Context: an optimization exercise on an open-source flow, tuned for small area and a short achievable clock period. The choices shown serve that exercise and are no tape-out recipe.

Setup of birch:
==> flow/design.v <==
module axis_boxcar_fir_mc #(
  parameter int CH        = 2,
  parameter int DW_IN     = 32,
  parameter int DW_OUT    = 32,
  parameter int LEN_L_MAX = 6,
  parameter int DECI_W    = 16,
  localparam int LW       = $clog2(LEN_L_MAX + 1)
) (
  input  logic                   a_clk,
  input  logic                   a_reset,
  input  logic [LW-1:0]          len_l,
  input  logic [DECI_W-1:0]      deci,
  input  logic                   next_dv,
  input  logic [CH*DW_IN-1:0]    S_AXIS_tdata,
  input  logic                   S_AXIS_tvalid,
  output logic [CH*DW_OUT-1:0]   M_AXIS_tdata,
  output logic                   M_AXIS_tvalid,
  input  logic                   M_AXIS_tready,
  output logic                   overrun
);
  localparam int DEPTH = 2 ** LEN_L_MAX;
  localparam int FW    = LEN_L_MAX + 1;
  localparam int SW    = DW_IN + LEN_L_MAX;
  localparam int NL    = LEN_L_MAX + 1;
  function automatic logic [SW-1:0] sx(input logic [DW_IN-1:0] v);
    sx = {{LEN_L_MAX{v[DW_IN-1]}}, v};
  endfunction
  logic [CH*DW_IN-1:0]       line_r [DEPTH];
  logic [FW-1:0]             fill_r;
  logic                      full_r;
  logic                      almost_r;
  logic [DECI_W-1:0]         dcnt_r;
  logic                      dz_r;
  logic [LW-1:0]             len_q_r;
  logic [NL-1:0]             lsel_r;
  logic [DECI_W-1:0]         deci_q_r;
  logic [SW-1:0]             as_r    [CH];
  logic [SW-1:0]             ac_r    [CH];
  logic                      s1_vld_r;
  logic [LW-1:0]             len_c_s;
  logic [NL-1:0]             lsel_s;
  logic                      accept_s;
  logic [LW-1:0]             len_x_s;
  logic                      restart_s;
  logic [FW-1:0]             winq_s;
  logic                      step_nr_s;
  logic                      emit_nr_s;
  logic                      dle1_s;
  logic                      dle2_s;
  logic                      step_rs_s;
  logic                      emit_rs_s;
  logic [FW-1:0]             fill_n_s;
  logic                      full_n_s;
  logic                      almost_n_s;
  logic [DECI_W-1:0]         dcnt_n_s;
  logic                      dz_n_s;
  logic                      emit_s;
  logic [SW-1:0]             bias_s;
  logic [SW-1:0]             old_s   [CH];
  logic                      sub_s;
  logic [SW-1:0]             y_s     [CH];
  logic [SW-1:0]             x_s     [CH];
  logic [SW-1:0]             s1_s    [CH];
  logic [SW-1:0]             c1_s    [CH];
  logic [SW-1:0]             c1s_s   [CH];
  logic [SW-1:0]             s2_s    [CH];
  logic [SW-1:0]             c2_s    [CH];
  logic [SW-1:0]             as_n_s  [CH];
  logic [SW-1:0]             ac_n_s  [CH];
  logic [SW-1:0]             tot_s   [CH];
  logic [CH*DW_OUT-1:0]      out_s;
  logic                      load_s;
  always_comb begin
    if (len_l > LW'(LEN_L_MAX)) begin
      len_c_s = LW'(LEN_L_MAX);
    end else begin
      len_c_s = len_l;
    end
    for (int l = 0; l < NL; l++) begin
      lsel_s[l] = (len_c_s == LW'(l));
    end
    accept_s  = S_AXIS_tvalid & next_dv;
    len_x_s   = len_l ^ len_q_r;
    restart_s = len_x_s[2] || len_x_s[1] || (len_x_s[0] && !lsel_r[LEN_L_MAX])
             || (deci != deci_q_r);
    bias_s    = '0;
    bias_s[LEN_L_MAX-1] = !lsel_s[0];
    dle1_s = (deci <= DECI_W'(1));
    dle2_s = (deci <= DECI_W'(2));
  end
  always_comb begin
    winq_s    = FW'(1) << len_q_r;
    step_nr_s = accept_s && (full_r || almost_r);
    emit_nr_s = step_nr_s && dz_r;
    step_rs_s = accept_s && lsel_s[0];
    emit_rs_s = step_rs_s && dle1_s;
    if (restart_s) begin
      fill_n_s   = accept_s ? FW'(1) : FW'(0);
      full_n_s   = accept_s && lsel_s[0];
      almost_n_s = accept_s ? lsel_s[1] : lsel_s[0];
      if (step_rs_s && !dle1_s) begin
        dcnt_n_s = DECI_W'(2);
        dz_n_s   = dle2_s;
      end else begin
        dcnt_n_s = DECI_W'(1);
        dz_n_s   = dle1_s;
      end
      emit_s     = emit_rs_s;
    end else begin
      if (accept_s && !full_r) begin
        fill_n_s   = fill_r + FW'(1);
        full_n_s   = almost_r;
        almost_n_s = (fill_r + FW'(2) == winq_s);
      end else begin
        fill_n_s   = fill_r;
        full_n_s   = full_r;
        almost_n_s = almost_r;
      end
      if (step_nr_s) begin
        if (dz_r) begin
          dcnt_n_s = DECI_W'(1);
          dz_n_s   = (deci_q_r <= DECI_W'(1));
        end else begin
          dcnt_n_s = dcnt_r + DECI_W'(1);
          dz_n_s   = (dcnt_r + DECI_W'(1) == deci_q_r);
        end
      end else begin
        dcnt_n_s = dcnt_r;
        dz_n_s   = dz_r;
      end
      emit_s     = emit_nr_s;
    end
  end
  always_comb begin
    for (int c = 0; c < CH; c++) begin
      old_s[c] = '0;
      x_s[c]   = '0;
      for (int l = 0; l < NL; l++) begin
        old_s[c] = old_s[c]
                 | ((sx(line_r[(1 << l) - 1][c*DW_IN +: DW_IN]) << (LEN_L_MAX - l))
                    & {SW{lsel_r[l]}});
        x_s[c]   = x_s[c]
                 | ((sx(S_AXIS_tdata[c*DW_IN +: DW_IN]) << (LEN_L_MAX - l))
                    & {SW{lsel_s[l] && accept_s}});
      end
    end
  end
  always_comb begin
    sub_s = full_r && accept_s;
    for (int c = 0; c < CH; c++) begin
      y_s[c]   = sub_s ? ~old_s[c] : '0;
      s1_s[c]  = as_r[c] ^ ac_r[c] ^ y_s[c];
      c1_s[c]  = (as_r[c] & ac_r[c]) | (as_r[c] & y_s[c]) | (ac_r[c] & y_s[c]);
      c1s_s[c] = {c1_s[c][SW-2:0], sub_s};
      s2_s[c]  = s1_s[c] ^ c1s_s[c] ^ x_s[c];
      c2_s[c]  = (s1_s[c] & c1s_s[c]) | (s1_s[c] & x_s[c]) | (c1s_s[c] & x_s[c]);
      if (restart_s) begin
        as_n_s[c] = x_s[c];
        ac_n_s[c] = bias_s;
      end else begin
        as_n_s[c] = s2_s[c];
        ac_n_s[c] = {c2_s[c][SW-2:0], 1'b0};
      end
    end
  end
  always_comb begin
    for (int c = 0; c < CH; c++) begin
      tot_s[c] = as_r[c] + ac_r[c];
      out_s[c*DW_OUT +: DW_OUT] = DW_OUT'(tot_s[c][LEN_L_MAX +: DW_IN]);
    end
    load_s = s1_vld_r && !restart_s;
  end
  always_ff @(posedge a_clk) begin
    if (accept_s) begin
      line_r[0] <= S_AXIS_tdata;
      for (int i = 1; i < DEPTH; i++) begin
        line_r[i] <= line_r[i-1];
      end
    end
  end
  always_ff @(posedge a_clk) begin
    if (a_reset) begin
      fill_r        <= '0;
      full_r        <= 1'b0;
      almost_r      <= 1'b1;
      dcnt_r        <= DECI_W'(1);
      dz_r          <= 1'b1;
      len_q_r       <= '0;
      lsel_r        <= NL'(1);
      deci_q_r      <= '0;
      s1_vld_r      <= 1'b0;
      M_AXIS_tdata  <= '0;
      M_AXIS_tvalid <= 1'b0;
      overrun       <= 1'b0;
      for (int c = 0; c < CH; c++) begin
        as_r[c] <= '0;
        ac_r[c] <= '0;
      end
    end else begin
      len_q_r  <= len_c_s;
      lsel_r   <= lsel_s;
      deci_q_r <= deci;
      fill_r   <= fill_n_s;
      full_r   <= full_n_s;
      almost_r <= almost_n_s;
      dcnt_r   <= dcnt_n_s;
      dz_r     <= dz_n_s;
      s1_vld_r <= emit_s;
      for (int c = 0; c < CH; c++) begin
        as_r[c] <= as_n_s[c];
        ac_r[c] <= ac_n_s[c];
      end
      if (load_s) begin
        M_AXIS_tdata  <= out_s;
        M_AXIS_tvalid <= 1'b1;
        if (M_AXIS_tvalid && !M_AXIS_tready) begin
          overrun <= 1'b1;
        end
      end else if (M_AXIS_tvalid && M_AXIS_tready) begin
        M_AXIS_tvalid <= 1'b0;
      end
    end
  end
endmodule
clock: 8.5 ns
lec_check: 0
cap_margin: 20
core_margin: 2
core_utilization: 40
cts_cluster_diameter: 90
cts_cluster_size: 28
slew_margin: 20
synth_memory_max_bits: 8192
standard.sh (not shown) runs the stock make flow with config.mk's settings and CLKGATE_MAP_FILE= SYNTH_SCRIPT=/design/flow/synth_recipe.tcl, a recipe that flattens the netlist after the stock synthesis.
==> flow/flow/run.sh <==
#!/bin/bash
# Standard ORFS layout with a few repair knobs changed: resizing may swap cells
# of different footprints, ports are buffered with a plain buffer cell, and the
# setup repair aims at the given slack margin.
set -euo pipefail
bash standard.sh MATCH_CELL_FOOTPRINT=0 "BUFFER_PORTS_ARGS=-buffer_cell sky130_fd_sc_hd__buf_4" SETUP_SLACK_MARGIN=5.6 finish > make_finish.log 2>&1
Inputs modified between birch and maple:
-- flow/design.v --
<<< birch, line 58
  logic [SW-1:0]             bias_s;
  logic [SW-1:0]             old_s   [CH];
  logic                      sub_s;
  logic [SW-1:0]             y_s     [CH];
  logic [SW-1:0]             x_s     [CH];
  logic [SW-1:0]             s1_s    [CH];
  logic [SW-1:0]             c1_s    [CH];
>>> maple, line 58
  logic [SW-1:0]             bias_s;
  logic [SW-1:0]             old_s   [CH];
  logic [SW-1:0]             y_s     [CH];
  logic [SW-1:0]             x_s     [CH];
  logic [SW-1:0]             xn_s    [CH];
  logic [SW-1:0]             s1_s    [CH];
  logic [SW-1:0]             c1_s    [CH];
<<< birch, line 136
      old_s[c] = '0;
      x_s[c]   = '0;
      for (int l = 0; l < NL; l++) begin
        old_s[c] = old_s[c]
>>> maple, line 136
      old_s[c] = '0;
      x_s[c]   = '0;
      xn_s[c]  = '0;
      for (int l = 0; l < NL; l++) begin
        old_s[c] = old_s[c]
<<< birch, line 142
        x_s[c]   = x_s[c]
                 | ((sx(S_AXIS_tdata[c*DW_IN +: DW_IN]) << (LEN_L_MAX - l))
                    & {SW{lsel_s[l] && accept_s}});
      end
    end
  end
  always_comb begin
    sub_s = full_r && accept_s;
    for (int c = 0; c < CH; c++) begin
      y_s[c]   = sub_s ? ~old_s[c] : '0;
      s1_s[c]  = as_r[c] ^ ac_r[c] ^ y_s[c];
      c1_s[c]  = (as_r[c] & ac_r[c]) | (as_r[c] & y_s[c]) | (ac_r[c] & y_s[c]);
      c1s_s[c] = {c1_s[c][SW-2:0], sub_s};
      s2_s[c]  = s1_s[c] ^ c1s_s[c] ^ x_s[c];
      c2_s[c]  = (s1_s[c] & c1s_s[c]) | (s1_s[c] & x_s[c]) | (c1s_s[c] & x_s[c]);
      if (restart_s) begin
        as_n_s[c] = x_s[c];
        ac_n_s[c] = bias_s;
      end else begin
        as_n_s[c] = s2_s[c];
        ac_n_s[c] = {c2_s[c][SW-2:0], 1'b0};
      end
    end
>>> maple, line 143
        x_s[c]   = x_s[c]
                 | ((sx(S_AXIS_tdata[c*DW_IN +: DW_IN]) << (LEN_L_MAX - l))
                    & {SW{lsel_r[l]}});
        xn_s[c]  = xn_s[c]
                 | ((sx(S_AXIS_tdata[c*DW_IN +: DW_IN]) << (LEN_L_MAX - l))
                    & {SW{lsel_s[l]}});
      end
    end
  end
  always_comb begin
    for (int c = 0; c < CH; c++) begin
      y_s[c]   = full_r ? ~old_s[c] : '0;
      s1_s[c]  = as_r[c] ^ ac_r[c] ^ y_s[c];
      c1_s[c]  = (as_r[c] & ac_r[c]) | (as_r[c] & y_s[c]) | (ac_r[c] & y_s[c]);
      c1s_s[c] = {c1_s[c][SW-2:0], full_r};
      s2_s[c]  = s1_s[c] ^ c1s_s[c] ^ x_s[c];
      c2_s[c]  = (s1_s[c] & c1s_s[c]) | (s1_s[c] & x_s[c]) | (c1s_s[c] & x_s[c]);
      if (restart_s) begin
        as_n_s[c] = accept_s ? xn_s[c] : '0;
        ac_n_s[c] = bias_s;
      end else if (accept_s) begin
        as_n_s[c] = s2_s[c];
        ac_n_s[c] = {c2_s[c][SW-2:0], 1'b0};
      end else begin
        as_n_s[c] = as_r[c];
        ac_n_s[c] = ac_r[c];
      end
    end
Results
maple ran to completion and came out clean on the timing, design-rule and antenna checks.
Looking at fill cell total of the finished layout, maple sits 2.8% above birch.
Run comparison: maple classification of the worst setup path reg -> out; birch classification of the worst setup path in -> reg
Complex-gate fraction of the synthesized area on maple is up relative to birch.
Compared with birch, maple shows area growth from synthesis to final layout higher by 1.8 points.
Relative to birch, number of standard cells in the final layout excluding fillers increased by 8.4% in maple.
On number of multi-input combinational cells: maple sits above birch.
In the metrics for maple and birch, the one carrying the lower design area is birch.
No functional check of the RTL was part of any run of this note.

[port drivers added, routing unchanged]
The results above use ideal ports. As a check the final layouts listed here were re-extracted and re-timed, cells and wires unchanged. Step 1: set_driving_cell puts a clkbuf_16 on a_clk and a buf_2 on each other input, an assumption about the parent block. Step 2 adds t to the input delays and takes it off the output delays; t is the mean of the earliest and latest rising clock arrival at the registers after step 1. Input paths then give back, and output paths get back, about the clock's delay inside the block. a / b / c = ideal / step 1 / step 2; a / b = the first two.
run	t (ns)	setup slack, ns	worst data-port slew with drivers (ns)
birch	0.976	5.114 / 5.160 / 4.184	0.24
maple	1.006	5.262 / 5.151 / 4.175	0.34
After both steps every run listed still meets setup and hold. The setup slack of maple, which loses most, moves by -0.111 ns with the drivers and by -1.087 ns with both steps.
